This is an optimization exercise on Yosys and OpenROAD, whose aim is a short achievable clock period and few clock cycles, not a production implementation.
At most, simulation tests tie the RTL to the original design; equivalence was not proved.
No functional check of the RTL was part of runs 1, 2 and 4.
Power figures rest on the tool's default switching activity, not on a simulated workload.

**flow/design.v**
```verilog
package cpuPkg;
    parameter int dataWidth = 32;
    parameter int regAddrWidth = 5;
    localparam logic [4:0] opRType = 5'b00000;
    localparam logic [4:0] opJ     = 5'b00001;
    localparam logic [4:0] opBne   = 5'b00010;
    localparam logic [4:0] opJal   = 5'b00011;
    localparam logic [4:0] opJr    = 5'b00100;
    localparam logic [4:0] opAddi  = 5'b00101;
    localparam logic [4:0] opBlt   = 5'b00110;
    localparam logic [4:0] opSw    = 5'b00111;
    localparam logic [4:0] opLw    = 5'b01000;
    localparam logic [4:0] aluAdd = 5'd0;
    localparam logic [4:0] aluSub = 5'd1;
    localparam logic [4:0] aluAnd = 5'd2;
    localparam logic [4:0] aluOr  = 5'd3;
    localparam logic [4:0] aluSll = 5'd4;
    localparam logic [4:0] aluSra = 5'd5;
    localparam logic [regAddrWidth-1:0] linkReg = 5'd31;  
    typedef struct packed {
        logic [4:0] opcode;
        logic [regAddrWidth-1:0] rd;
        logic [regAddrWidth-1:0] rs;
        logic [regAddrWidth-1:0] rt;
        logic [4:0] shamt;
        logic [4:0] aluOp;
        logic [1:0] spare;
    } rFmtT;
    typedef struct packed {
        logic [4:0] opcode;
        logic [regAddrWidth-1:0] rd;
        logic [regAddrWidth-1:0] rs;
        logic [16:0] imm;
    } iFmtT;
    typedef struct packed {
        logic [4:0] opcode;
        logic [26:0] target;
    } jFmtT;
    typedef union packed {
        rFmtT rFmt;
        iFmtT iFmt;
        jFmtT jFmt;
    } instrU;
    localparam instrU nopWord = '0;  
    typedef struct packed {
        logic taken;
        logic [dataWidth-1:0] target;
    } redirectT;
    typedef struct packed {
        logic en;
        logic [regAddrWidth-1:0] addr;
        logic [dataWidth-1:0] data;
    } wbReqT;
    typedef struct packed {
        logic [regAddrWidth-1:0] dest;
        logic writesReg;
        logic isLoad;
        logic [dataWidth-1:0] value;  
    } stageTagT;
    function automatic logic [regAddrWidth-1:0] portBReg(instrU ins);
        case (ins.rFmt.opcode)
            opSw, opBne, opBlt, opJr: portBReg = ins.rFmt.rd;
            default: portBReg = ins.rFmt.rt;
        endcase
    endfunction
endpackage
`timescale 1ns/1ps
module pfxAdd #(
    parameter int W = 32
) (
    input  logic [W-1:0] a,
    input  logic [W-1:0] b,
    input  logic cin,
    output logic [W-1:0] s,
    output logic cout
);
    localparam int L = 5;              
    logic [W-1:0] g [0:L];
    logic [W-1:0] p [0:L];
    logic [W:0] c;
    assign g[0] = a & b;
    assign p[0] = a ^ b;
    for (genvar l = 0; l < L; l++) begin : lvl
        for (genvar i = 0; i < W; i++) begin : bit_
            if (i >= (1 << l)) begin : mrg
                assign g[l+1][i] = g[l][i] | (p[l][i] & g[l][i-(1<<l)]);
                assign p[l+1][i] = p[l][i] & p[l][i-(1<<l)];
            end else begin : pass
                assign g[l+1][i] = g[l][i];
                assign p[l+1][i] = p[l][i];
            end
        end
    end
    assign c[0] = cin;
    for (genvar i = 0; i < W; i++) begin : cy
        assign c[i+1] = g[L][i] | (p[L][i] & cin);
    end
    assign s = p[0] ^ c[W-1:0];
    assign cout = c[W];
endmodule
module cpuTop (
    input  logic clock,
    input  logic rstN,
    output logic [31:0] imemAddress,
    input  logic [31:0] imemData,
    output logic [31:0] dmemAddress,
    output logic [31:0] dmemData,
    output logic dmemWren,
    input  logic [31:0] dmemQ
);
    localparam logic [4:0] opR = 5'd0, opJ = 5'd1, opBne = 5'd2, opJal = 5'd3, opJr = 5'd4,
                           opAddi = 5'd5, opBlt = 5'd6, opSw = 5'd7, opLw = 5'd8;
    localparam int bpBits = 6;
    localparam int jtBits = 3;
    function automatic logic [1:0] bpNext(input logic [1:0] c, input logic t);
        if (t) bpNext = (c == 2'd3) ? c : c + 2'd1;
        else   bpNext = (c == 2'd0) ? c : c - 2'd1;
    endfunction
    logic [31:0] pc;
    logic [31:0] specLink, archLink;
    logic        redirQ;                       
    logic [1:0]  bpTab [0:(1<<bpBits)-1];
    logic        bpSeen [0:(1<<bpBits)-1];     
    logic [31:0] jtTab [0:(1<<jtBits)-1];      
    logic        vD;
    logic [4:0]  srcAD, srcBD, destD;
    logic [31:1] ohAD, ohBD;                   
    logic        isAddiD, isLwD, isSwD, isBrD, isBltD, isJrD, isJalD, weD, useAD, useBD;
    logic [4:0]  fnD, shD;
    logic [16:0] immD;
    logic [31:0] pcP1D, altD, predTgtD;
    logic        predTkD, jrLinkD;
    logic [bpBits-1:0] bpIdxD;
    logic        vE, weE, ldE, stE, brE, bltE, jrE, jalE;
    logic [4:0]  rdE, shE;
    logic [31:0] xE, yE, sE;
    logic        fXmE, fYmE, fSmE;
    logic        sdLdE, lXE, lYE;
    logic        selAddE, selSubE, selAndE, selOrE, selSllE, selSraE, selLinkE;
    logic [31:0] pcP1E, altE, predTgtE;
    logic        predTkE, jrLinkE;
    logic [bpBits-1:0] bpIdxE;
    logic [31:0] resM, sdM;
    logic [4:0]  rdM;
    logic        weM, ldM, wrenM;
    logic        misM, brM, jrM, takenM, predTkM, jrLinkM;
    logic [31:0] tgtM, jrTgtM;
    logic [bpBits-1:0] bpIdxM;
    logic [31:0] wbW;
    logic [4:0]  rdW;
    logic        weW;
    logic [31:0] regs [1:31];
    logic        stall, redirect;
    logic [4:0]  opF, rdF, rsF, rtF, srcBF;
    logic        isBrF, isJF, isJrF, isJalF;
    logic [31:0] pcP1F, brTgtF, jTgtF, jrTgtF, linkF, fetchNext, nextPc;
    logic        predTkF, bpHit;
    logic [16:0] lowSum;
    logic        lowCy;
    logic [14:0] upP1, upM1, upSel;
    logic [bpBits-1:0] bpIdxF;
    assign imemAddress = pc;
    assign opF    = imemData[31:27];
    assign rdF    = imemData[26:22];
    assign rsF    = imemData[21:17];
    assign rtF    = imemData[16:12];
    assign isBrF  = opF == opBne || opF == opBlt;
    assign isJF   = opF == opJ;
    assign isJalF = opF == opJal;
    assign isJrF  = opF == opJr;
    assign srcBF  = (opF == opSw || isBrF || isJrF) ? rdF : rtF;
    for (genvar i = 0; i < 32; i++) begin : incr
        if (i == 0) begin : b0
            assign pcP1F[i] = !pc[0];
        end else begin : bn
            assign pcP1F[i] = pc[i] ^ (&pc[i-1:0]);
        end
    end
    assign jTgtF  = {5'b0, imemData[26:0]};
    assign bpIdxF = pc[bpBits-1:0];
    pfxAdd #(.W(17)) brAdd (.a(pc[16:0]), .b(imemData[16:0]), .cin(1'b1), .s(lowSum), .cout(lowCy));
    for (genvar i = 0; i < 15; i++) begin : updn
        if (i == 0) begin : b0
            assign upP1[i] = !pc[17];
            assign upM1[i] = !pc[17];
        end else begin : bn
            assign upP1[i] = pc[17+i] ^ (&pc[17+i-1:17]);
            assign upM1[i] = pc[17+i] ^ !(|pc[17+i-1:17]);
        end
    end
    logic [14:0] upIfCy, upIfNoCy;
    assign upIfCy   = imemData[16] ? pc[31:17] : upP1;
    assign upIfNoCy = imemData[16] ? upM1 : pc[31:17];
    assign upSel    = lowCy ? upIfCy : upIfNoCy;
    assign brTgtF   = {upSel, lowSum};
    assign linkF  = redirQ ? archLink : specLink;
    assign jrTgtF = (rdF == 5'd31) ? linkF : jtTab[pc[jtBits-1:0]];
    assign bpHit  = bpSeen[bpIdxF] ? bpTab[bpIdxF][1] : (opF == opBne || imemData[16]);
    assign predTkF  = isJF || isJalF || isJrF || (isBrF && bpHit);
    logic selBrF;
    assign selBrF = !redirect && !stall && isBrF && bpHit;
    assign fetchNext = redirect ? tgtM : stall ? pc :
                       (isJF || isJalF) ? jTgtF : isJrF ? jrTgtF : pcP1F;
    assign nextPc = selBrF ? brTgtF : fetchNext;
    always_ff @(posedge clock or negedge rstN) begin
        if (!rstN) begin
            pc <= '0;
            vD <= 1'b0;
            specLink <= '0;
            redirQ <= 1'b0;
        end else begin
            pc <= nextPc;
            vD <= !redirect;
            redirQ <= redirect;
            specLink <= (!stall && isJalF) ? pcP1F : linkF;
        end
    end
    always_ff @(posedge clock) begin
        if (!stall) begin
            srcAD <= rsF;
            srcBD <= srcBF;
            for (int i = 1; i < 32; i++) begin
                ohAD[i] <= rsF == 5'(i);
                ohBD[i] <= srcBF == 5'(i);
            end
            destD <= isJalF ? 5'd31 : rdF;
            isAddiD <= opF == opAddi;
            isLwD <= opF == opLw;
            isSwD <= opF == opSw;
            isBrD <= isBrF;
            isBltD <= opF == opBlt;
            isJrD <= isJrF;
            isJalD <= isJalF;
            weD <= (opF == opR || opF == opAddi || opF == opLw) ? (rdF != 5'd0) : isJalF;
            useAD <= opF == opR || opF == opAddi || opF == opLw || opF == opSw || isBrF;
            useBD <= opF == opR || isBrF || isJrF;
            fnD <= (opF == opR) ? imemData[6:2] : 5'd0;
            shD <= imemData[11:7];
            immD <= imemData[16:0];
            pcP1D <= pcP1F;
            altD <= predTkF ? pcP1F : brTgtF;
            predTgtD <= jrTgtF;
            predTkD <= predTkF;
            jrLinkD <= rdF == 5'd31;
            bpIdxD <= bpIdxF;
        end
    end
    logic [31:0] rfA, rfB, rA, rB, immExtD, wbNext;
    logic        ldHazD, immSelD, pwA, pwB;
    always_comb begin
        rfA = '0;
        rfB = '0;
        for (int i = 1; i < 32; i++) begin
            rfA = rfA | ({32{ohAD[i]}} & regs[i]);
            rfB = rfB | ({32{ohBD[i]}} & regs[i]);
        end
    end
    assign wbNext = ldM ? dmemQ : resM;
    assign pwA = weM && rdM == srcAD;
    assign pwB = weM && rdM == srcBD;
    assign rA = pwA ? wbNext : (weW && rdW == srcAD) ? wbW : rfA;
    assign rB = pwB ? wbNext : (weW && rdW == srcBD) ? wbW : rfB;
    assign immExtD = {{15{immD[16]}}, immD};
    assign immSelD = isAddiD || isLwD || isSwD;
    assign ldHazD = vD && ldE && ((useAD && srcAD == rdE) || (useBD && srcBD == rdE));
    assign stall = ldHazD && !(isBrD || isJrD);
    always_ff @(posedge clock or negedge rstN) begin
        if (!rstN) begin
            vE <= 1'b0;
            weE <= 1'b0; ldE <= 1'b0; stE <= 1'b0; brE <= 1'b0; jrE <= 1'b0; jalE <= 1'b0;
        end else begin
            vE    <= vD && !redirect && !stall;
            weE   <= vD && !redirect && !stall && weD;
            ldE   <= vD && !redirect && !stall && isLwD && weD;
            stE   <= vD && !redirect && !stall && isSwD;
            brE   <= vD && !redirect && !stall && isBrD;
            jrE   <= vD && !redirect && !stall && isJrD;
            jalE  <= vD && !redirect && !stall && isJalD;
        end
    end
    always_ff @(posedge clock) begin
        rdE <= destD;
        shE <= shD;
        bltE <= isBltD;
        xE <= rA;
        yE <= immSelD ? immExtD : rB;
        sE <= rB;
        fXmE <= weE && rdE == srcAD;
        fYmE <= !immSelD && weE && rdE == srcBD;
        fSmE <= weE && rdE == srcBD;
        sdLdE <= ldE && rdE == srcBD;
        lXE <= ldE && rdE == srcAD;
        lYE <= ldE && rdE == srcBD;
        selSubE  <= fnD == 5'd1;
        selAndE  <= fnD == 5'd2;
        selOrE   <= fnD == 5'd3;
        selSllE  <= fnD == 5'd4;
        selSraE  <= fnD == 5'd5;
        selLinkE <= isJalD;
        selAddE  <= !isJalD && !(fnD >= 5'd1 && fnD <= 5'd5);
        pcP1E <= pcP1D;
        altE <= altD;
        predTgtE <= predTgtD;
        predTkE <= predTkD;
        jrLinkE <= jrLinkD;
        bpIdxE <= bpIdxD;
    end
    logic [31:0] X, Y, S, Xc, Yc, sum, diff, other, res, sraRes;
    logic        ltU, ne, lt, takenE, cyS, cyD, misE;
    assign X = fXmE ? resM : xE;
    assign Y = fYmE ? resM : yE;
    assign S = fSmE ? resM : sE;
    pfxAdd #(.W(32)) addU (.a(X), .b(Y), .cin(1'b0), .s(sum), .cout(cyS));
    pfxAdd #(.W(32)) subU (.a(X), .b(~Y), .cin(1'b1), .s(diff), .cout(cyD));
    assign sraRes = $signed(X) >>> shE;
    assign other = ({32{selAndE}} & (X & Y)) | ({32{selOrE}} & (X | Y)) |
                   ({32{selSllE}} & (X << shE)) | ({32{selSraE}} & sraRes) |
                   ({32{selLinkE}} & pcP1E);
    assign res = ({32{selAddE}} & sum) | ({32{selSubE}} & diff) | other;
    assign Xc = lXE ? dmemQ : X;
    assign Yc = lYE ? dmemQ : Y;
    logic [30:0] cmpS;
    pfxAdd #(.W(31)) cmpU (.a(Yc[30:0]), .b(~Xc[30:0]), .cin(1'b1), .s(cmpS), .cout(ltU));
    assign lt = (Xc[31] != Yc[31]) ? Yc[31] : !ltU;
    assign ne = Xc != Yc;
    assign takenE = bltE ? lt : ne;
    assign misE = (brE && (takenE != predTkE)) || (jrE && (Yc != predTgtE));
    assign redirect = misM;
    always_ff @(posedge clock or negedge rstN) begin
        if (!rstN) begin
            weM <= 1'b0; ldM <= 1'b0; wrenM <= 1'b0; misM <= 1'b0; brM <= 1'b0; jrM <= 1'b0;
        end else begin
            weM <= weE && !redirect;
            ldM <= ldE && !redirect;
            wrenM <= stE && !redirect;
            misM <= misE && !redirect;
            brM <= brE && !redirect;
            jrM <= jrE && !redirect && !jrLinkE;
        end
    end
    always_ff @(posedge clock) begin
        resM <= res;
        rdM <= rdE;
        sdM <= sdLdE ? dmemQ : S;
        tgtM <= jrE ? Yc : altE;
        jrTgtM <= Yc;
        takenM <= takenE;
        predTkM <= predTkE;
        bpIdxM <= bpIdxE;
    end
    always_ff @(posedge clock or negedge rstN) begin
        if (!rstN) begin
            archLink <= '0;
            for (int i = 0; i < (1<<bpBits); i++) begin
                bpTab[i] <= 2'd2;
                bpSeen[i] <= 1'b0;
            end
            for (int i = 0; i < (1<<jtBits); i++) jtTab[i] <= '0;
        end else begin
            if (jalE && !redirect) archLink <= pcP1E;
            if (brM) begin
                bpSeen[bpIdxM] <= 1'b1;
                bpTab[bpIdxM] <= bpNext(bpSeen[bpIdxM] ? bpTab[bpIdxM] : {predTkM, !predTkM}, takenM);
            end
            if (jrM) jtTab[bpIdxM[jtBits-1:0]] <= jrTgtM;
        end
    end
    assign dmemAddress = resM;
    assign dmemData = sdM;
    assign dmemWren = wrenM;
    always_ff @(posedge clock or negedge rstN) begin
        if (!rstN) weW <= 1'b0;
        else weW <= weM;
    end
    always_ff @(posedge clock) begin
        wbW <= wbNext;
        rdW <= rdM;
    end
    always_ff @(posedge clock or negedge rstN) begin
        if (!rstN) begin
            for (int i = 1; i < 32; i++) regs[i] <= '0;
        end else if (weW) begin
            regs[rdW] <= wbW;
        end
    end
endmodule
```
**flow/flow/run.sh**
```bash
#!/bin/bash
# Standard layout, with port buffers from the plain buffer family (sizable by
# repair_timing) instead of the default delay-buffer cell.
set -euo pipefail
export BUFFER_PORTS_ARGS="-buffer_cell sky130_fd_sc_hd__buf_4"
bash standard.sh > standard_flow.log 2>&1
```
**flow/standard.sh**
```bash
#!/bin/bash
# synth_recipe.tcl (not shown) runs the flow's synth.tcl, then flattens the netlist and writes it again
# the make line also repeats each setting of config.mk as NAME=value (left out here)
make -C /OpenROAD-flow-scripts/flow DESIGN_CONFIG=/design/flow/config.mk WORK_HOME=/design/flow/orfs CLKGATE_MAP_FILE= SYNTH_SCRIPT=/design/flow/synth_recipe.tcl "${@:-finish}"
```
**flow/config.mk**
```make
export PLATFORM = sky130hd
export DESIGN_NAME = cpuTop
export DESIGN_NICKNAME = cpuTop
export VERILOG_FILES = /design/flow/design.v
export SDC_FILE = /design/flow/constraint.sdc
export NUM_CORES = 4
export LEC_CHECK = 0
export ABC_CLOCK_PERIOD_IN_PS = 3500
export CAP_MARGIN = 20
export CELL_PAD_IN_SITES_DETAIL_PLACEMENT = 1
export CELL_PAD_IN_SITES_GLOBAL_PLACEMENT = 2
export CORE_MARGIN = 2
export CORE_UTILIZATION = 35
export SETUP_SLACK_MARGIN = 5
export SLEW_MARGIN = 20
```
**flow/constraint.sdc**
```tcl
create_clock -name core_clock -period 9.0 [get_ports {clock}]
set_input_delay 1.8000 -clock core_clock [delete_from_list [all_inputs] [get_ports {clock}]]
set_output_delay 1.8000 -clock core_clock [all_outputs]
set_load 0.01 [all_outputs]
```
==> results of run 1 <==
-- flip-flops by register name, indices dropped and copies added (netlist names), 64 cells and up --
name	cells
bpSeen	64
bpTab	128
jtTab	256
regs	992
-- placed cells by master, fill, tap and decap left out, types with 198 or more instances in the layout --
| cell type | instances |
|---|---|
| dfrtp_1 | 1477 |
| mux2_2 | 1460 |
| nor2_1 | 490 |
| buf_4 | 486 |
| nand2_1 | 463 |
| a22oi_1 | 450 |
| dfxtp_1 | 372 |
| o21ai_0 | 308 |
| a21oi_1 | 289 |
| a221oi_1 | 282 |
| a22o_1 | 277 |
| clkbuf_16 | 275 |
| edfxtp_1 | 213 |
| mux2i_1 | 198 |
-- layer usage --
metal  vias to the layer above  track usage (%)  wire, um
li1                      35200                -         -
met1                     46400             46.7    230000
met2                      4468             52.3    237000
met3                      1279             7.28     45500
met4                        28             17.6     32300
met5                         -                0       197
-- cell type report --
type | count | share of cell area, %
Inverter | 182 | 0.584
Sequential cell | 2165 | 43.5
Tap cell | 3958 | 4.04
Antenna cell | 16 | 0.0326
Timing Repair Buffer | 546 | 3.96
Clock inverter | 85 | 0.775
Clock buffer | 395 | 6.35
Multi-Input combinational cell | 6187 | 40.7
-- cells by family after synthesis --
family	after synthesis
buffers and inverters	953
multiplexers	1714
AND/OR/NAND/NOR	1878
flip-flops	2165
AO/OA/AOI/OAI	2290
adder cells (fa/ha/maj)	163
XOR/XNOR	138
-- synthesized netlist by cell type, drive strengths merged (26+ instances only) --
| cell type | instances |
|---|---|
| inv | 179 |
| buf | 193 |
| nand2b | 79 |
| o21ai | 332 |
| a221oi | 286 |
| nand4 | 188 |
| mux2i | 211 |
| xor2 | 48 |
| mux4 | 33 |
| o22ai | 29 |
| a22oi | 454 |
| dfrtp | 1487 |
| nor3 | 116 |
| and2 | 39 |
| or2 | 34 |
| edfxtp | 213 |
| a221o | 26 |
| mux2 | 1470 |
| a211oi | 70 |
| nor2b | 106 |
| ha | 162 |
| o2111ai | 43 |
| and3 | 37 |
| a22o | 278 |
| a31oi | 52 |
| dfstp | 64 |
| nor2 | 533 |
| a21oi | 302 |
| o211ai | 104 |
| dfxtp | 401 |
| a222oi | 102 |
| nand2 | 476 |
| nand3 | 153 |
| xnor2 | 90 |
| clkbuf | 578 |
| a21o | 30 |
-- what timing repair did --
action / 4_1_cts / 5_1_grt
gates cloned: 9 / 3
setup endpoints to repair: 237 / 237
setup buffers: 52 / 25
gates resized for setup: 166 / 116
pin swaps: 22 / 28
-- power by group --
part	internal (W)	switching, W	total [W]	leakage, nW
combinational	0.00269	0.00499	0.00768	22.7
clock	0.00638	0.00459	0.0110	4.29
sequential	0.0114	0.00163	0.0130	26.9
total	0.0204	0.0112	0.0317	53.9
-- stage by stage --
step	utilization [%]	std cells	cell area, um^2
2_1_floorplan	-	9301	106000
3_3_place_gp	37.2	12900	112000
3_5_place_dp	37.2	12900	112000
4_1_cts	40.6	13500	122000
5_1_grt	40.9	13500	123000
6_report	40.9	13500	123000
-- worst max-delay path by stage --
stage,endpoint,slack [ns],cells after the start
2_1_floorplan,altD[31],4.49,12
3_3_place_gp,altD[21],3.68,14
3_5_place_dp,altD[21],3.53,14
4_1_cts,altD[21],4.91,12
5_1_grt,resM[20],4.89,14
6_report,misM,5.00,13
-- critical path, cell delays in order (launching register included) --
cell,delay (ns)
dfxtp_4,0.40
buf_4,0.18
bufbuf_16,0.28
mux2_2,0.33
nor2_1,0.07
nor2_2,0.75
ha_1,0.39
o21ai_1,0.13
o21ai_0,0.17
o311ai_2,0.36
buf_4,0.23
o21a_1,0.26
xor2_1,0.10
a32o_1,0.22
==> run notes, run 1 <==
status=no timing/DRC/antenna violations; DP Wirelength=343000 um; clock skew=0.0947 ns; mean post-synth cell area=11.3 um^2; hold bufs inserted after CTS=0; Max VDD drop=148 uV; Post-synth ARST share=71.6%; Syn Inst Count=9301; Rows=201; multi-input logic area=50000 um^2; final setup fails=0; CP Launch Point=fYmE; Post-Synthesis Net Count=9530; drt pass-1 iters=9; fill count=31600; DRC Markers=0; drt via density=6.46; Clk Latency, worst-skew pair=0.93 ns; post-synth cell types=97; slew margin rel.=14.9%; Primary FF master, synth=dfrtp_1; Post-synth EDFFs=213; reg2reg start=fYmE; total die area=306000 um^2; routability cong.=0.914; Total GRT Usage=34.6%; worst r2r dst=misM; R2R Setup Slk=5.00 ns; Pleak=53.9 nW; final hold slack=0.301 ns; XOR/XNOR Fraction of Synth Area=1.15%; CTS tree=yes; Yosys reg bits=2165; Slew Limit Fails=0; hold wc startpoint=destD[1]; RSZ-0062 raised after global routing=yes; fmax=0.250 GHz; Worst-path clk slew=0.06 ns; Hold Crit Class=flop to flop; sequential element share of the synthesized area=50.5%; CTS buffer count=267; cell taking the most area after synthesis=dfrtp_1; WP data required=9.81 ns; htree depth=5; Hold Crit Depth=0; nature of the critical path endpoint=flop; worst-case clock buffer depth=4; fin crit share=44.4%; DRT antenna net count=0; largest family of logic cells by synthesized area=multiplexers; Tmin final=4.00 ns; grt ovf=0; crit path max fanout=10; Synth top area share=35.3%; Synth area leaders=dfrtp_1 (35%), mux2_2 (16%), dfxtp_1 (7.6%), edfxtp_1 (6.1%), a22oi_1 (3.2%); warning count from the yosys run=14; Worst Max-Slew Pin Slew=1.28 ns; worst setup margin=5.00 ns; Core Region=300000 um^2; WL final=546000 um; WP data arrival=4.81 ns; Final Hold Vio Count=0; initial antenna violation count=42; post-synthesis adder-cell area fraction=1.94%; Fin Setup TNS=0 ns; Hold Path End=rdE[1]; Clock Sinks=2165; total power=0.0317 W; Root Driver=clkbuf_16; Max-cap violations=0; largest net degree at the start of global routing=144; Vias=87400; Synth Area in Compound Gates=16.0%; Starting Density=35.2%; Port-buffer cells=162; Post-Syn Area=106000 um^2; critical path startpoint category=flop; DRT iter0 DRCs=11100; share of cells above drive strength 1=29.7%; Reg area=53400 um^2; # nets final=9578; Die Span X=553 um; io pins=163; type of the worst setup path=flop to flop; post-synthesis mux area share=18.4%; first-pass GRT wire length=748000 um; routed len/inst=40.3 um; Area Growth Syn to Fin=16.2%; pre-CTS setup slack=3.53 ns; vias in the first global route=88600; post-synthesis simple-gate area fraction=8.61%; Chip Height=553 um; PD cells=258 nW/um^2; Reg2Reg Depth=13
==> run 2: changes to the inputs <==
==> flow/flow/run.sh (replaced) <==
#!/bin/bash
set -euo pipefail
export BUFFER_PORTS_ARGS="-buffer_cell sky130_fd_sc_hd__buf_4"
export SETUP_SLACK_MARGIN=6.5
bash standard.sh > standard_flow.log 2>&1
--- a/flow/config.mk
+++ b/flow/config.mk
@@ -12,4 +12,3 @@
 export CORE_MARGIN = 2
 export CORE_UTILIZATION = 35
-export SETUP_SLACK_MARGIN = 5
 export SLEW_MARGIN = 20
==> run notes, run 2 <==
fmax=0.252 GHz (+0.59%); initial antenna violation count=48 (+14%); critical path cell sequence=buf_8, inv_8, ha_4, o21a_4, nor4_4, o31a_1, o21a_1, o211ai_1, a21o_1, or4_4, o41a_1, xor2_2, a21oi_1; routability cong.=0.900 (-1.6%); reg2reg start=fXmE; drt pass-1 iters=7 (-2); worst-case clock buffer depth=4 (unchanged); WL final=612000 um (+12%); Max-cap violations=0 (unchanged); Primary FF master, synth=dfrtp_1; Max VDD drop=161 uV (+8.8%); Final Hold Vio Count=0 (unchanged); clock network power share=31.0% (-3.7 points); io pins=163 (unchanged); mean post-synth cell area=11.3 um^2 (unchanged); CTS buffer count=263 (-1.5%); Clock Sinks=2165 (unchanged); crit path max fanout=3 (-7); Total GRT Usage=38.4% (+3.8 points); nature of the critical path endpoint=flop; design internal power=0.0229 W (+12%); grt ovf=0 (unchanged); Pleak=61.7 nW (+14%); Starting Density=35.2% (unchanged); Post-Synthesis Net Count=9530 (unchanged); WP data arrival=4.65 ns (-0.16 ns); Slew Limit Fails=0 (unchanged); largest net degree at the start of global routing=128 (-11%); CP max stage delay=0.47 ns (-0.28 ns); R2R Setup Slk=5.10 ns (+0.10 ns); DRT antenna net count=0 (unchanged); final setup fails=0 (unchanged); PD cells=255 nW/um^2 (-1.2%); most frequent cells after synthesis=dfrtp_1 (1487), mux2_2 (1469), clkbuf_1 (578), nor2_1 (533), nand2_1 (476); type of the worst setup path=primary input to flop; Synth top area share=35.3% (unchanged); # nets final=10400 (+8.4%); htree depth=5 (unchanged); drt via density=6.59 (+1.9%); Area Growth Syn to Fin=34.2%; final core utilization=47.2% (+6.3 points); max FFs per register=992 (unchanged); Post-Syn Area=106000 um^2 (unchanged); vias in the first global route=94000 (+6.2%); Synth area leaders=dfrtp_1 (35%), mux2_2 (16%), dfxtp_1 (7.6%), edfxtp_1 (6.1%), a22oi_1 (3.2%); sequential element share of the synthesized area=50.5% (unchanged); post-synth cell types=97 (unchanged); total die area=306000 um^2 (unchanged); CTS tree=yes; Hold Crit Depth=0 (unchanged); first-pass GRT wire length=820000 um (+9.6%); hold bufs inserted after CTS=0 (unchanged); Root Driver=clkbuf_16; multi-input logic area=56300 um^2 (+13%); fill count=30500 (-3.5%); fin crit share=44.2% (-0.26 points); critical path's slowest cell=or4_4; commonest non-fill, non-tap cells in the layout=dfrtp_1 (1451), mux2_2 (1412), buf_4 (637); power share of the combinational group=32.9% (+8.6 points); hold wc startpoint=predTgtD[19]; Cells after DPL=12900 (-0.085%); Vias=94500 (+8.1%); Net Sw Power=0.0132 W (+18%); Hold Path End=predTgtE[19]; Clk Latency, worst-skew pair=0.95 ns (+0.02 ns); routed len/inst=42.7 um (+5.8%); Worst Max-Slew Pin Slew=1.12 ns (-0.153 ns); status=no timing/DRC/antenna violations; slew margin rel.=23.0% (+8.1 points); worst r2r dst=resM[30]; DRT iter0 DRCs=12700 (+15%); Rows=201 (unchanged); Tmin final=3.98 ns (-0.0233 ns); Die Span X=553 um (unchanged); Hold Crit Class=flop to flop; RSZ-0062 raised after global routing=yes; clock skew=0.106 ns (+0.0117 ns); Fin Setup TNS=0 ns (unchanged); Post-synth EDFFs=213 (unchanged); largest register by flop count=regs; Top Registers=regs (992), jtTab (256), bpTab (128); DP Wirelength=345000 um (+0.78%); Reg2Reg Depth=14 (+1); Chip Height=553 um (unchanged); Post-synth ARST share=71.6% (unchanged); Worst-path clk slew=0.06 ns (about the same); critical path startpoint category=primary input; warning count from the yosys run=14 (unchanged); Reg area=53600 um^2 (+0.41%); most numerous cell in the Yosys netlist=dfrtp_1; Core Region=300000 um^2 (unchanged); WP data required=9.68 ns (-0.13 ns); total power=0.0361 W (+14%); fin cells=14300 (+6.0%); Net Sw Frac=36.5% (+1.1 points); cell taking the most area after synthesis=dfrtp_1; Flop pwr share=36.1% (-5.0 points); Yosys reg bits=2165 (unchanged); DRC Markers=0 (unchanged); Port-buffer cells=162 (unchanged); share of cells above drive strength 1=44.5% (+15 points); Syn Inst Count=9301 (unchanged); commonest non-fill, non-tap cell in the layout=dfrtp_1
run 2: changes by cell type in the layout (fill, tap and decap cells not counted), moves of 122 or more:
cell,delta
a221oi_2,+122
buf_6,+288
a221oi_1,-128
buf_4,+151
o21ai_0,-171
buf_12,+168
run 2: logic make-up (layout without fill, tap and decap cells):
group           count (synthesis)  in the layout  share of synthesized area, %
compound gates               2290           2290                          16.0
xor+xnor                      138            138                          1.15
fa+ha+maj                     163            163                          1.94
buf+inv                       953           1993                          3.45
flops                        2165           2165                          50.5
mux                          1714           1714                          18.4
other cells                     0             24                             0
simple gates                 1878           1901                          8.61
run 2: metal layers:
layer	GRT usage (%)	up-vias	part of all wire, %
met2	57.1	5769	43
li1	-	37100	-
met1	51.1	49800	40
met4	22.8	24	7.4
met3	8.46	1797	9.4
met5	0	-	0.046
run 2: layout make-up:
class,count,share of cell area [%]
Multi-Input combinational cell,6206,39.7
Clock buffer,382,5.45
Sequential cell,2165,37.8
Inverter,182,0.576
Timing Repair inverter,1,0.00618
Timing Repair Buffer,1333,12.0
Clock inverter,95,0.815
Antenna cell,24,0.0424
Tap cell,3958,3.50
run 2: worst max-delay path by stage:
stage	slack [ns]	cells past startpoint	startpoint	to
after floorplan	4.49	12	imemData[0]	altD[31]
after global placement	3.52	15	pc[0]	altD[21]
after detailed placement	3.54	15	pc[0]	altD[21]
after CTS	5.17	13	imemData[0]	altD[31]
after global routing	5.00	14	imemData[0]	altD[30]
final	5.02	13	imemData[0]	altD[31]
run 2: worst max-delay path, delay by kind of cell:
| kind | cells | cell delay (ns) |
|---|---|---|
| AND/OR/NAND/NOR | 2 | 0.68 |
| buffers and inverters | 2 | 0.15 |
| adder cells (fa/ha/maj) | 1 | 0.19 |
| XOR/XNOR | 1 | 0.19 |
| AO/OA/AOI/OAI | 7 | 1.63 |
run 2: power by group through the flow:
stage	logic (W)	clock network, W	registers, W
after floorplan	0.00448	0	0.0122
after global placement	0.00700	0	0.0131
after detailed placement	0.00706	0	0.0132
after CTS	0.0107	0.0113	0.0129
after global routing	0.0122	0.0117	0.0131
final	0.0119	0.0112	0.0130
run 2: timing repair:
item                       4_1_cts  5_1_grt
gates resized for setup       1739      616
setup endpoints to repair     2768     1695
buffers inserted               508      280
pin swaps                      413      376
gates cloned                   102       20
run 2: per-stage QoR:
step / setup slack, ns / hold WS [ns] / instance area, um^2
3_3_place_gp: 3.52 / 0.311 / 113000
4_1_cts: 5.17 / 0.309 / 136000
3_5_place_dp: 3.54 / 0.313 / 113000
6_report: 5.02 / 0.293 / 142000
5_1_grt: 5.00 / 0.324 / 142000
2_1_floorplan: 4.49 / 0.310 / 107000
==> run 3: changes to the inputs <==
--- a/flow/design.v
+++ b/flow/design.v
@@ -129,5 +129,5 @@
     logic [4:0]  fnD, shD;
     logic [16:0] immD;
-    logic [31:0] pcP1D, altD, predTgtD;
+    logic [31:0] pcP1D, predTgtD;
     logic        predTkD, jrLinkD;
     logic [bpBits-1:0] bpIdxD;
@@ -239,5 +239,4 @@
             immD <= imemData[16:0];
             pcP1D <= pcP1F;
-            altD <= predTkF ? pcP1F : brTgtF;
             predTgtD <= jrTgtF;
             predTkD <= predTkF;
@@ -262,4 +261,6 @@
     assign rB = pwB ? wbNext : (weW && rdW == srcBD) ? wbW : rfB;
     assign immExtD = {{15{immD[16]}}, immD};
+    logic [31:0] brTgtD;
+    assign brTgtD = pcP1D + immExtD;
     assign immSelD = isAddiD || isLwD || isSwD;
     assign ldHazD = vD && ldE && ((useAD && srcAD == rdE) || (useBD && srcBD == rdE));
@@ -300,5 +301,5 @@
         selAddE  <= !isJalD && !(fnD >= 5'd1 && fnD <= 5'd5);
         pcP1E <= pcP1D;
-        altE <= altD;
+        altE <= predTkD ? pcP1D : brTgtD;
         predTgtE <= predTgtD;
         predTkE <= predTkD;
==> run notes, run 3 <==
status=no timing/DRC/antenna violations; Post-Syn Area=106000 um^2 (+0.20%); CP max stage delay=0.54 ns (+0.07 ns); CTS buffer count=263 (unchanged); Reg area=52600 um^2 (-1.8%); htree depth=5 (unchanged); design internal power=0.0224 W (-2.3%); Cells after DPL=13100 (+1.2%); CTS tree=yes; post-synth cell types=98 (+1.0%); Chip Height=554 um (about the same); Flop pwr share=35.2% (-0.9 points); Port-buffer cells=162 (unchanged); DRT iter0 DRCs=13400 (+5.1%); Clk Latency, worst-skew pair=0.93 ns (-0.02 ns); share of cells above drive strength 1=45.0% (+0.50 points); Pleak=62.7 nW (+1.7%); XOR/XNOR Fraction of Synth Area=1.24% (+0.097 points); Fin Setup TNS=0 ns (unchanged); commonest non-fill, non-tap cell in the layout=dfrtp_1; commonest non-fill, non-tap cells in the layout=dfrtp_1 (1450), mux2_2 (1395), buf_4 (772); multi-input logic area=57900 um^2 (+2.8%); routability cong.=0.918 (+2.0%); largest family of logic cells by synthesized area=multiplexers; Max-cap violations=0 (unchanged); Worst Max-Slew Pin Slew=1.25 ns (+0.127 ns); Slew Limit Fails=0 (unchanged); power share of the combinational group=33.9% (+1.0 points); nature of the critical path endpoint=flop; slew margin rel.=16.5% (-6.5 points); Synth area leaders=dfrtp_1 (35%), mux2_2 (15%), dfxtp_1 (7.6%), edfxtp_1 (5.1%), a22oi_1 (3.5%); Net Sw Power=0.0131 W (-0.71%); fill count=30500 (+0.21%); DRT antenna net count=0 (unchanged); Worst-path clk slew=0.07 ns (about the same); RSZ-0062 raised after global routing=yes; first-pass GRT wire length=832000 um (+1.4%); largest register by flop count=regs; Area Growth Syn to Fin=36.0%; max FFs per register=992 (unchanged); crit-path most repeated cell=buf_6; drt pass-1 iters=9 (+2); Max VDD drop=199 uV (+23%); Root Driver=clkbuf_16; sequential element share of the synthesized area=49.5% (-1.0 points); Post-Synthesis Net Count=9717 (+2.0%); worst-case clock buffer depth=4 (unchanged); post-synthesis adder-cell area fraction=2.24% (+0.30 points); clock network power share=30.9% (about the same); clock skew=0.0741 ns (-0.0323 ns); Synth Area in Compound Gates=16.5% (+0.50 points); WP data arrival=4.61 ns (-0.04 ns); DP Wirelength=351000 um (+1.5%); critical path cell sequence=buf_6, ha_4, buf_12, a222oi_1, o22ai_1, or4_4, nor4_4, o211ai_1, buf_4, nand3_4, nor2_4, buf_6, buf_6, buf_12, nor4b_1, a211o_1; hold bufs inserted after CTS=0 (unchanged); Top Registers=regs (992), jtTab (256), bpTab (128); total die area=307000 um^2 (+0.20%); io pins=163 (unchanged); Rows=201 (unchanged); mean post-synth cell area=11.2 um^2 (-1.5%); Vias=97200 (+2.9%); most numerous cell in the Yosys netlist=dfrtp_1; Die Span X=554 um (about the same); Yosys reg bits=2133 (-1.5%); # nets final=10700 (+3.3%); initial antenna violation count=53 (+10%); grt ovf=0 (unchanged); fin crit share=42.5% (-1.7 points); PD cells=247 nW/um^2 (-3.2%); Primary FF master, synth=dfrtp_1; Total GRT Usage=38.8% (+0.41 points); post-synthesis mux area share=18.0% (-0.39 points); Syn Inst Count=9464 (+1.8%); critical path startpoint category=flop; most frequent cells after synthesis=dfrtp_1 (1487), mux2_2 (1449), clkbuf_1 (592), nand2_1 (589), a22oi_1 (494); cell taking the most area after synthesis=dfrtp_1; routed len/inst=42.6 um (-0.25%); Core Region=300000 um^2 (about the same); Tmin final=3.82 ns (-0.152 ns); Final Hold Vio Count=0 (unchanged); Post-synth ARST share=72.7% (+1.1 points); Starting Density=35.2% (+0.039 points); WP data required=9.78 ns (+0.10 ns); Clock Sinks=2133 (-1.5%); Hold Crit Class=flop to flop; post-synthesis simple-gate area fraction=9.12% (+0.52 points); vias in the first global route=95400 (+1.5%); final setup fails=0 (unchanged); Net Sw Frac=36.9% (+0.37 points); warning count from the yosys run=14 (unchanged); WL final=624000 um (+1.9%); Synth top area share=35.2% (-0.069 points); Post-synth EDFFs=181 (-15%); fmax=0.262 GHz (+4.0%); final hold slack=0.325 ns (+0.0324 ns); type of the worst setup path=flop to flop; largest net degree at the start of global routing=156 (+22%); crit path max fanout=6 (+3); DRC Markers=0 (unchanged); fin cells=14700 (+2.2%); critical path's slowest cell=a222oi_1; drt via density=6.63 (+0.69%)
-- run 3: cell types whose count changed after synthesis, moves of 40 or more --
cell     before  now
a21oi_1     299  237
nand2_1     476  589
a22oi_1     454  494
o21ai_0     321  387
o21ai_1      11   61
nor2_1      533  415
nand3_1     153  209
-- run 3: cell families after synthesis --
family / Yosys count
AO/OA/AOI/OAI: 2389
XOR/XNOR: 150
adder cells (fa/ha/maj): 188
buffers and inverters: 940
flip-flops: 2133
multiplexers: 1687
AND/OR/NAND/NOR: 1977
-- run 3: stage by stage --
step / instance area [um^2] / setup slack (ns) / util (%) / total power (W)
after floorplan: 108000 / 4.70 / - / 0.0161
after global placement: 113000 / 3.80 / 37.6 / 0.0194
after detailed placement: 113000 / 3.69 / 37.6 / 0.0195
after CTS: 138000 / 5.19 / 45.8 / 0.0341
after global routing: 144000 / 5.15 / 47.9 / 0.0363
final: 144000 / 5.18 / 47.9 / 0.0355
-- run 3: worst max-delay path: cells and delay by family, from the launching register on --
kind            cells  cell delay [ns]
compound gates      4             1.11
flops               1             0.46
fa+ha+maj           1             0.19
buf+inv             6             0.85
simple gates        5             1.08
-- run 3: what timing repair did --
| item | CTS | global route |
|---|---|---|
| gates resized for setup | 1849 | 695 |
| gates cloned | 104 | 25 |
| buffers inserted | 641 | 303 |
| endpoints found under the hold margin | 0 | 0 |
| pin swaps | 410 | 480 |
| endpoints found under the setup margin | 1961 | 824 |
-- run 3: path summary, 6_finish.rpt --
check                           startpoint            to  slack, ns  cells past startpoint
worst max-delay path                 pc[0]        pc[26]       5.18                     16
max in group asynchronous             rstN         pc[6]       6.60                      2
worst min-delay path             bpIdxE[4]     bpIdxM[4]       0.33                      0
worst min register to register   bpIdxE[4]     bpIdxM[4]       0.33                      0
min in group asynchronous             rstN  regs[18][13]       0.86                      1
worst max register to register       pc[0]        pc[26]       5.18                     16
-- run 3: area by class of cell --
cell class / count / area share (%)
inverter: 162 / 0.496
tap: 3958 / 3.44
clock inverter: 95 / 0.780
timing repair buffer: 1508 / 13.2
multi-input combinational: 6404 / 40.2
clock buffer: 371 / 5.24
antenna: 26 / 0.0452
sequential: 2133 / 36.6
-- run 3: metal layers --
metal,global-route usage [%],routed length [um],part of all wire [%],vias up
li1,-,-,-,38000
met1,52.3,253000,40,51300
met2,57.0,264000,42,6132
met3,8.73,62500,10,1770
met4,22.5,44700,7.2,35
met5,0,356,0.057,-
-- run 3: power by group through the flow --
stage          Sequential [W]  Clock (W)  Combinational [W]
3_3_place_gp           0.0127          0            0.00674
4_1_cts                0.0124     0.0111             0.0107
2_1_floorplan          0.0117          0            0.00440
6_report               0.0125     0.0110             0.0120
5_1_grt                0.0125     0.0114             0.0124
3_5_place_dp           0.0127          0            0.00679
Testbench counts of run 3, summed over its fixed seeds: cycles 103,370.
==> run 4: changes to the inputs <==
--- a/flow/design.v
+++ b/flow/design.v
@@ -131,4 +131,5 @@
     logic [31:0] pcP1D, predTgtD;
     logic        predTkD, jrLinkD;
+    logic [1:0]  bpCtrD, bpCtrE, bpCtrM;       
     logic [bpBits-1:0] bpIdxD;
     logic        vE, weE, ldE, stE, brE, bltE, jrE, jalE;
@@ -156,9 +157,10 @@
     logic [31:0] pcP1F, brTgtF, jTgtF, jrTgtF, linkF, fetchNext, nextPc;
     logic        predTkF, bpHit;
-    logic [16:0] lowSum;
-    logic        lowCy;
-    logic [14:0] upP1, upM1, upSel;
+    logic [11:0] lowSum;
+    logic        lowCy, shortF;
+    logic [19:0] upP1, upM1, upSel;
     logic [bpBits-1:0] bpIdxF;
-    assign imemAddress = pc;
+    logic [31:0] pcOutN, resOutN;
+    assign imemAddress = ~pcOutN;
     assign opF    = imemData[31:27];
     assign rdF    = imemData[26:22];
@@ -179,25 +181,28 @@
     assign jTgtF  = {5'b0, imemData[26:0]};
     assign bpIdxF = pc[bpBits-1:0];
-    pfxAdd #(.W(17)) brAdd (.a(pc[16:0]), .b(imemData[16:0]), .cin(1'b1), .s(lowSum), .cout(lowCy));
-    for (genvar i = 0; i < 15; i++) begin : updn
+    assign shortF = (&imemData[16:11]) || !(|imemData[16:11]);
+    pfxAdd #(.W(12)) brAdd (.a(pc[11:0]), .b(imemData[11:0]), .cin(1'b1), .s(lowSum), .cout(lowCy));
+    for (genvar i = 0; i < 20; i++) begin : updn
         if (i == 0) begin : b0
-            assign upP1[i] = !pc[17];
-            assign upM1[i] = !pc[17];
+            assign upP1[i] = !pc[12];
+            assign upM1[i] = !pc[12];
         end else begin : bn
-            assign upP1[i] = pc[17+i] ^ (&pc[17+i-1:17]);
-            assign upM1[i] = pc[17+i] ^ !(|pc[17+i-1:17]);
+            assign upP1[i] = pc[12+i] ^ (&pc[12+i-1:12]);
+            assign upM1[i] = pc[12+i] ^ !(|pc[12+i-1:12]);
         end
     end
-    logic [14:0] upIfCy, upIfNoCy;
-    assign upIfCy   = imemData[16] ? pc[31:17] : upP1;
-    assign upIfNoCy = imemData[16] ? upM1 : pc[31:17];
+    logic [19:0] upIfCy, upIfNoCy;
+    assign upIfCy   = imemData[11] ? pc[31:12] : upP1;
+    assign upIfNoCy = imemData[11] ? upM1 : pc[31:12];
     assign upSel    = lowCy ? upIfCy : upIfNoCy;
     assign brTgtF   = {upSel, lowSum};
     assign linkF  = redirQ ? archLink : specLink;
     assign jrTgtF = (rdF == 5'd31) ? linkF : jtTab[pc[jtBits-1:0]];
-    assign bpHit  = bpSeen[bpIdxF] ? bpTab[bpIdxF][1] : (opF == opBne || imemData[16]);
-    assign predTkF  = isJF || isJalF || isJrF || (isBrF && bpHit);
+    logic bpStatF;
+    assign bpStatF = opF == opBne || imemData[16];
+    assign bpHit  = bpSeen[bpIdxF] ? bpTab[bpIdxF][1] : bpStatF;
+    assign predTkF  = isJF || isJalF || isJrF || (isBrF && bpHit && shortF);
     logic selBrF;
-    assign selBrF = !redirect && !stall && isBrF && bpHit;
+    assign selBrF = !redirect && !stall && isBrF && bpHit && shortF;
     assign fetchNext = redirect ? tgtM : stall ? pc :
                        (isJF || isJalF) ? jTgtF : isJrF ? jrTgtF : pcP1F;
@@ -206,4 +211,5 @@
         if (!rstN) begin
             pc <= '0;
+            pcOutN <= '1;
             vD <= 1'b0;
             specLink <= '0;
@@ -211,4 +217,5 @@
         end else begin
             pc <= nextPc;
+            pcOutN <= ~nextPc;
             vD <= !redirect;
             redirQ <= redirect;
@@ -241,4 +248,5 @@
             predTgtD <= jrTgtF;
             predTkD <= predTkF;
+            bpCtrD <= bpSeen[bpIdxF] ? bpTab[bpIdxF] : {bpStatF, !bpStatF};
             jrLinkD <= rdF == 5'd31;
             bpIdxD <= bpIdxF;
@@ -304,4 +312,5 @@
         predTgtE <= predTgtD;
         predTkE <= predTkD;
+        bpCtrE <= bpCtrD;
         jrLinkE <= jrLinkD;
         bpIdxE <= bpIdxD;
@@ -342,4 +351,5 @@
     always_ff @(posedge clock) begin
         resM <= res;
+        resOutN <= ~res;
         rdM <= rdE;
         sdM <= sdLdE ? dmemQ : S;
@@ -348,4 +358,5 @@
         takenM <= takenE;
         predTkM <= predTkE;
+        bpCtrM <= bpCtrE;
         bpIdxM <= bpIdxE;
     end
@@ -362,10 +373,10 @@
             if (brM) begin
                 bpSeen[bpIdxM] <= 1'b1;
-                bpTab[bpIdxM] <= bpNext(bpSeen[bpIdxM] ? bpTab[bpIdxM] : {predTkM, !predTkM}, takenM);
+                bpTab[bpIdxM] <= bpNext(bpCtrM, takenM);
             end
             if (jrM) jtTab[bpIdxM[jtBits-1:0]] <= jrTgtM;
         end
     end
-    assign dmemAddress = resM;
+    assign dmemAddress = ~resOutN;
     assign dmemData = sdM;
     assign dmemWren = wrenM;
==> run notes, run 4 <==
status=no timing/DRC/antenna violations; Synth top area share=34.7% (-0.47 points); Top Registers=regs (992), jtTab (256), bpTab (128); Die Span X=557 um (+0.67%); critical path's slowest cell=dfxtp_4; Post-Syn Area=107000 um^2 (+1.4%); Cells after DPL=13200 (+1.1%); sequential element share of the synthesized area=50.3% (+0.83 points); # nets final=10600 (-1.6%); largest register by flop count=regs; Primary FF master, synth=dfrtp_1; Max-cap violations=0 (unchanged); met2 usage=54.5% (-2.5 points); Final Hold Vio Count=0 (unchanged); PD cells=235 nW/um^2 (-4.7%); commonest non-fill, non-tap cells in the layout=dfrtp_1 (1476), mux2_2 (1448), buf_4 (645); crit path max fanout=6 (unchanged); post-synth cell types=108 (+10%); GRT Max-Usage Layer=met2; drt via density=6.41 (-3.3%); Area Growth Syn to Fin=33.0%; fmax=0.261 GHz (-0.27%); hold bufs inserted after CTS=0 (unchanged); Port-buffer cells=162 (unchanged); DRT antenna net count=0 (unchanged); largest net degree at the start of global routing=119 (-24%); WP data required=9.78 ns (about the same); total die area=311000 um^2 (+1.3%); vias in the first global route=94000 (-1.5%); grt ovf=0 (unchanged); critical path startpoint category=flop; warning count from the yosys run=14 (unchanged); CTS tree=yes; RSZ-0062 raised after global routing=yes; Fin Setup TNS=0 ns (unchanged); Yosys reg bits=2202 (+3.2%); Tmin final=3.83 ns (+0.0105 ns); CTS buffer count=269 (+2.3%); grt met1 use=49.5% (-2.7 points); Total GRT Usage=36.6% (-2.2 points); most numerous cell in the Yosys netlist=mux2_2; Hold Crit Class=flop to flop; Root Driver=clkbuf_16; initial antenna violation count=44 (-17%); DP Wirelength=346000 um (-1.3%); Slew Limit Fails=0 (unchanged); type of the worst setup path=flop to flop; Vias=93900 (-3.4%); nature of the critical path endpoint=flop; DRC Markers=0 (unchanged); drt pass-1 iters=9 (unchanged); critical path cell sequence=buf_12, buf_6, mux2_4, ha_4, fa_2, a211o_4, a21boi_4, o31ai_4, o221ai_4, o31ai_4, buf_12, a31oi_4, buf_6, a21oi_2, a31oi_1, nor2_1, a211o_1; commonest non-fill, non-tap cell in the layout=dfrtp_1; Clock Sinks=2202 (+3.2%); clock skew=0.0413 ns (-0.0328 ns); WL final=590000 um (-5.5%); fin crit share=42.6% (+0.12 points); Max VDD drop=181 uV (-9.0%); Post-Synthesis Net Count=9708 (-0.093%); Starting Density=35.1% (-0.11 points); mean post-synth cell area=11.3 um^2 (+1.5%); fill count=31100 (+2.0%); final setup fails=0 (unchanged); htree depth=5 (unchanged); Syn Inst Count=9450 (-0.15%); cell taking the most area after synthesis=dfrtp_1; worst-case clock buffer depth=4 (unchanged); final core utilization=46.7% (-1.2 points); fin cells=14600 (-0.16%); first-pass GRT wire length=796000 um (-4.3%); CP max stage delay=0.36 ns (-0.18 ns); Chip Height=557 um (+0.67%); met3 usage in global routing=7.92% (-0.81 points); DRT iter0 DRCs=11700 (-13%); Post-synth ARST share=71.9% (-0.83 points); Worst-path clk slew=0.06 ns (about the same); slew margin rel.=23.0% (+6.5 points); share of cells above drive strength 1=44.2% (-0.82 points); Pleak=63.1 nW (+0.57%); Synth area leaders=dfrtp_1 (35%), mux2_2 (16%), dfxtp_1 (8.1%), edfxtp_1 (5.1%), a22oi_1 (3.1%); max FFs per register=992 (unchanged); most frequent cells after synthesis=mux2_2 (1506), dfrtp_1 (1487), clkbuf_1 (562), nand2_1 (529), nor2_1 (462); routability cong.=0.924 (+0.64%); Rows=203 (+1.0%); Core Region=305000 um^2 (+1.7%); Worst Max-Slew Pin Slew=1.15 ns (-0.0961 ns); Post-synth EDFFs=183 (+1.1%); io pins=163 (unchanged); WP data arrival=4.61 ns (about the same); routed len/inst=40.3 um (-5.4%); Clk Latency, worst-skew pair=0.91 ns (-0.02 ns)
[run 4: metrics by stage]
step | worst slack, ns | hold WS, ns | power, W | cell area [um^2]
after global routing | 5.09 | 0.339 | 0.0345 | 143000
final | 5.17 | 0.325 | 0.0335 | 143000
after global placement | 3.79 | 0.310 | 0.0189 | 114000
after detailed placement | 3.84 | 0.314 | 0.0190 | 114000
after CTS | 5.18 | 0.327 | 0.0326 | 137000
after floorplan | 4.74 | 0.310 | 0.0158 | 109000
[run 4: path summary, 6_finish.rpt]
path                                endpoint  slack, ns  startpoint  depth (start not counted)
worst max-delay path                resM[26]       5.17        fYmE                         17
worst min-delay path                 jrLinkE       0.32     jrLinkD                          0
worst max register to register      resM[26]       5.17        fYmE                         17
worst min register to register       jrLinkE       0.32     jrLinkD                          0
max in group asynchronous              pc[2]       6.60        rstN                          3
min in group asynchronous       regs[11][17]       0.85        rstN                          1
[run 4: worst max-delay path, delay by kind of cell (launching register included)]
family	cells	cell delay, ns
adders and majority gates	2	0.53
buffers and inverters	4	0.56
AOI/OAI and AO/OA	9	1.85
muxes	1	0.34
and+or+nand+nor	1	0.09
DFF	1	0.36
[run 4: report_power, final]
group	leakage, nW	switching, W	internal, W
logic	31.4	0.00535	0.00404
clock network	4.44	0.00469	0.00668
registers	27.2	0.00142	0.0114
total	63.1	0.0115	0.0221
[run 4: final cells by class]
type                    instances  area (um^2)  share of cell area (%)
flip-flops and latches       2202        54100                    37.9
repair inverters               11          198                   0.139
inverters                     255         1070                   0.750
multi-input cells            6254        57000                    40.0
repair buffers               1302        16000                    11.2
diodes                         24         60.1                  0.0421
well taps                    4100         5130                    3.60
clock inverters                94         1220                   0.858
clock buffers                 391         7820                    5.48
[run 4: repair_timing]
| item | CTS | global route |
|---|---|---|
| buffers inserted | 501 | 283 |
| endpoints found under the setup margin | 2521 | 1207 |
| gates cloned | 85 | 15 |
| resized for setup | 1784 | 607 |
| pin swaps | 420 | 369 |
[run 4: kinds of logic (layout without fill, tap and decap cells)]
kind of cell	after synthesis	in the layout	synth area share (%)
AO/OA/AOI/OAI	2256	2256	15.6
XOR/XNOR	146	146	1.19
adder cells (fa/ha/maj)	192	192	2.25
buffers and inverters	1006	2053	3.65
flip-flops	2202	2202	50.3
multiplexers	1742	1742	18.3
other	0	24	0
AND/OR/NAND/NOR	1906	1918	8.59
[run 4: routing by layer]
layer / vias up / routed length [um]
met5: - / 385
met2: 5287 / 255000
met1: 49600 / 242000
met3: 1583 / 55000
li1: 37300 / -
met4: 31 / 37300
==> run 5: changes to the inputs <==
--- a/flow/design.v
+++ b/flow/design.v
@@ -136,5 +136,5 @@
     logic [4:0]  rdE, shE;
     logic [31:0] xE, yE, sE;
-    logic        fXmE, fYmE, fSmE;
+    logic [31:0] res;                          
     logic        sdLdE, lXE, lYE;
     logic        selAddE, selSubE, selAndE, selOrE, selSllE, selSraE, selLinkE;
@@ -292,10 +292,7 @@
         shE <= shD;
         bltE <= isBltD;
-        xE <= rA;
-        yE <= immSelD ? immExtD : rB;
-        sE <= rB;
-        fXmE <= weE && rdE == srcAD;
-        fYmE <= !immSelD && weE && rdE == srcBD;
-        fSmE <= weE && rdE == srcBD;
+        xE <= (weE && rdE == srcAD) ? res : rA;
+        yE <= immSelD ? immExtD : (weE && rdE == srcBD) ? res : rB;
+        sE <= (weE && rdE == srcBD) ? res : rB;
         sdLdE <= ldE && rdE == srcBD;
         lXE <= ldE && rdE == srcAD;
@@ -316,9 +313,9 @@
         bpIdxE <= bpIdxD;
     end
-    logic [31:0] X, Y, S, Xc, Yc, sum, diff, other, res, sraRes;
+    logic [31:0] X, Y, S, Xc, Yc, sum, diff, other, sraRes;
     logic        ltU, ne, lt, takenE, cyS, cyD, misE;
-    assign X = fXmE ? resM : xE;
-    assign Y = fYmE ? resM : yE;
-    assign S = fSmE ? resM : sE;
+    assign X = xE;
+    assign Y = yE;
+    assign S = sE;
     pfxAdd #(.W(32)) addU (.a(X), .b(Y), .cin(1'b0), .s(sum), .cout(cyS));
     pfxAdd #(.W(32)) subU (.a(X), .b(~Y), .cin(1'b1), .s(diff), .cout(cyD));
==> run notes, run 5 <==
Clock Sinks=2199 (-0.14%); Post-Synthesis Net Count=9621 (-0.90%); largest register by flop count=regs; worst-case clock buffer depth=4 (unchanged); fin cells=14300 (-2.0%); Area Growth Syn to Fin=27.9%; CP max stage delay=0.47 ns (+0.11 ns); Port-buffer cells=162 (unchanged); Pleak=59.8 nW (-5.3%); io pins=163 (unchanged); critical path's top delay family=compound AO/OA/AOI/OAI gates; critical path's slowest cell=a222oi_1; clock skew=0.0544 ns (+0.0131 ns); Synth area leaders=dfrtp_1 (35%), mux2_2 (16%), dfxtp_1 (8.1%), edfxtp_1 (5.1%), a221oi_1 (3.2%); total die area=310000 um^2 (-0.15%); commonest non-fill, non-tap cell in the layout=dfrtp_1; WP data required=9.77 ns (about the same); fill count=31200 (+0.33%); reg2reg start=pc[0]; most numerous cell in the Yosys netlist=mux2_2; grt ovf=0 (unchanged); fin crit share=44.8% (+2.2 points); hold bufs inserted after CTS=0 (unchanged); Max VDD drop=178 uV (-1.6%); fmax=0.248 GHz (-4.8%); Starting Density=35.1% (about the same); DRC Markers=0 (unchanged); Primary FF master, synth=dfrtp_1; WL final=593000 um (+0.61%); initial antenna violation count=54 (+23%); Synth top area share=34.8% (+0.054 points); commonest non-fill, non-tap cells in the layout=dfrtp_1 (1476), mux2_2 (1448), buf_4 (588); CTS buffer count=268 (-0.37%); DRT iter0 DRCs=12000 (+2.8%); slew margin rel.=15.5% (-7.5 points); mean post-synth cell area=11.4 um^2 (+0.77%); DP Wirelength=364000 um (+5.2%); hold wc startpoint=bpIdxE[4]; Post-Syn Area=107000 um^2 (-0.15%); final setup fails=0 (unchanged); cell area after layout=137000 um^2 (-4.0%); Chip Height=557 um (about the same); Fin Setup TNS=0 ns (unchanged); sequential element share of the synthesized area=50.4% (about the same); PD cells=246 nW/um^2 (+4.5%); Tmin final=4.03 ns (+0.195 ns); CTS tree=yes; Core Region=305000 um^2 (about the same); CP Launch Point=pc[0]; Clk Latency, worst-skew pair=0.91 ns (about the same); WP data arrival=4.80 ns (+0.19 ns); Final Hold Vio Count=0 (unchanged); Max-cap violations=0 (unchanged); nature of the critical path endpoint=flop; Die Span X=557 um (about the same); RSZ-0062 raised after global routing=yes; max FFs per register=992 (unchanged); Post-synth ARST share=72.0% (+0.098 points); # nets final=10300 (-2.8%); critical path startpoint category=flop; first-pass GRT wire length=801000 um (+0.73%); Post-synth EDFFs=183 (unchanged); Root Driver=clkbuf_16; htree depth=5 (unchanged); largest net degree at the start of global routing=170 (+43%); placement-stage cell area=115000 um^2 (+0.19%); Worst-path clk slew=0.06 ns (about the same); Yosys reg bits=2199 (-0.14%); critical path cell sequence=inv_4, ha_4, buf_4, bufbuf_16, nand2_1, o21ai_0, a222oi_1, o2111ai_1, or4_4, nor3_4, a211o_4, nor2_8, buf_12, a21o_1, a221o_1; type of the worst setup path=flop to flop; Buf/Inv on CP=4 (unchanged); Total GRT Usage=37.2% (+0.56 points); R2R Setup Slk=4.97 ns (-0.19 ns); most frequent cells after synthesis=mux2_2 (1489), dfrtp_1 (1487), clkbuf_1 (579), nand2_1 (545), dfxtp_1 (433); drt via density=6.48 (+0.95%); Worst Max-Slew Pin Slew=1.27 ns (+0.114 ns); Slew Limit Fails=0 (unchanged); Syn Inst Count=9363 (-0.92%); status=no timing/DRC/antenna violations; cell taking the most area after synthesis=dfrtp_1; Cells after DPL=13200 (-0.66%); Hold Crit Class=flop to flop; drt pass-1 iters=8 (-1); DRT antenna net count=0 (unchanged); routed len/inst=41.4 um (+2.7%); routability cong.=0.913 (-1.1%); share of cells above drive strength 1=41.8% (-2.5 points); Top Registers=regs (992), jtTab (256), bpTab (128); post-synth cell types=97 (-10%); Vias=92800 (-1.1%); crit path max fanout=25 (+19); vias in the first global route=92400 (-1.7%); Rows=203 (unchanged); warning count from the yosys run=14 (unchanged)
[run 5: through the flow]
| stage | setup WS [ns] | utilization [%] | total power, W | hold WS (ns) |
|---|---|---|---|---|
| 6_report | 4.97 | 44.9 | 0.0336 | 0.324 |
| 5_1_grt | 4.91 | 44.9 | 0.0346 | 0.333 |
| 4_1_cts | 4.99 | 43.9 | 0.0330 | 0.326 |
| 3_5_place_dp | 3.28 | 37.6 | 0.0193 | 0.313 |
| 3_3_place_gp | 3.30 | 37.5 | 0.0193 | 0.312 |
| 2_1_floorplan | 4.94 | - | 0.0159 | 0.310 |
[run 5: final timing paths]
| kind | depth (start not counted) | endpoint |
|---|---|---|
| setup / recovery | 15 | pc[21] |
| hold / removal | 0 | bpIdxM[4] |
| setup reg to reg | 15 | pc[21] |
| hold reg to reg | 0 | bpIdxM[4] |
| max in group asynchronous | 3 | redirQ |
| min in group asynchronous | 1 | regs[17][24] |
[run 5: power breakdown]
group          switching, W  internal (W)  leakage, nW
registers           0.00159        0.0114         27.2
logic               0.00548       0.00391         28.1
clock network       0.00465       0.00665         4.42
total                0.0117        0.0219         59.8
[run 5: final cells by class]
type | count | area (um^2) | area share (%)
timing repair buffer | 1106 | 12000 | 8.75
inverter | 300 | 1260 | 0.922
clock buffer | 409 | 8140 | 5.95
sequential | 2199 | 54200 | 39.6
antenna | 21 | 52.6 | 0.0384
multi-input combinational | 6119 | 55200 | 40.3
timing repair inverter | 3 | 22.5 | 0.0165
tap | 4100 | 5130 | 3.75
clock inverter | 80 | 890 | 0.650
[run 5: repair_timing]
| action | 4_1_cts | 5_1_grt |
|---|---|---|
| resized for setup | 1320 | 374 |
| gates cloned | 42 | 5 |
| setup endpoints to repair | 2211 | 1455 |
| pin swaps | 261 | 207 |
| buffers inserted | 473 | 153 |
[run 5: kinds of logic after synthesis]
group                    Yosys count  share of synthesized area (%)
AND/OR/NAND/NOR                 1715                           7.75
multiplexers                    1734                           18.6
adder cells (fa/ha/maj)          192                           2.26
buffers and inverters           1056                           3.80
flip-flops                      2199                           50.4
XOR/XNOR                         154                           1.26
AO/OA/AOI/OAI                   2313                           15.9
[run 5: worst register-to-register path: cells and delay by family, from the launching register on]
kind / cells / cell delay (ns)
DFF: 1 / 0.45
and+or+nand+nor: 4 / 0.90
AOI/OAI and AO/OA: 6 / 1.62
buffers and inverters: 4 / 0.72
adders and majority gates: 1 / 0.19
[run 5: metal layers]
metal	vias up	GRT usage, %	part of all wire (%)
met5	-	0	0.011
met3	1312	7.72	9.5
met4	10	18.2	5.8
met2	5481	54.4	42
met1	49400	52.0	42
li1	36700	-	-
Testbench counts of run 5, summed over its fixed seeds: cycles 103,370.

-- port drivers added, routing unchanged --
The flow's constraints put no driver on any port. The routed layouts listed below were extracted and timed again, unchanged, in two steps. Step 1 sets driving cells, clkbuf_16 on the clock port and buf_2 on the other inputs (assumed; they add their load-dependent delay and slew). Step 2 adds t to the input delays and takes it off the output delays; t is the mean of the earliest and latest rising clock arrival at the registers after step 1. Input paths then give back, and output paths get back, about the clock's delay inside the block. a / b / c = ideal ports / drivers / drivers and shift; a / b = the first two.
run | shift t [ns] | setup slack, ns | slew at the worst register clock pin (ns)
run 1 | 0.984 | 5.001 / 5.001 / 4.026 | 0.07 / 0.07
run 2 | 1.024 | 5.024 / 4.985 / 3.961 | 0.07 / 0.07
run 3 | 0.998 | 5.176 / 5.176 / 4.240 | 0.07 / 0.07
run 4 | 1.017 | 5.166 / 5.166 / 4.237 | 0.07 / 0.07
run 5 | 0.988 | 4.971 / 4.971 / 4.198 | 0.07 / 0.07
After both steps setup and hold are still met in every run listed. For run 2, which loses most, drivers alone change the setup slack by -0.039 ns; drivers and shift together by -1.063 ns.
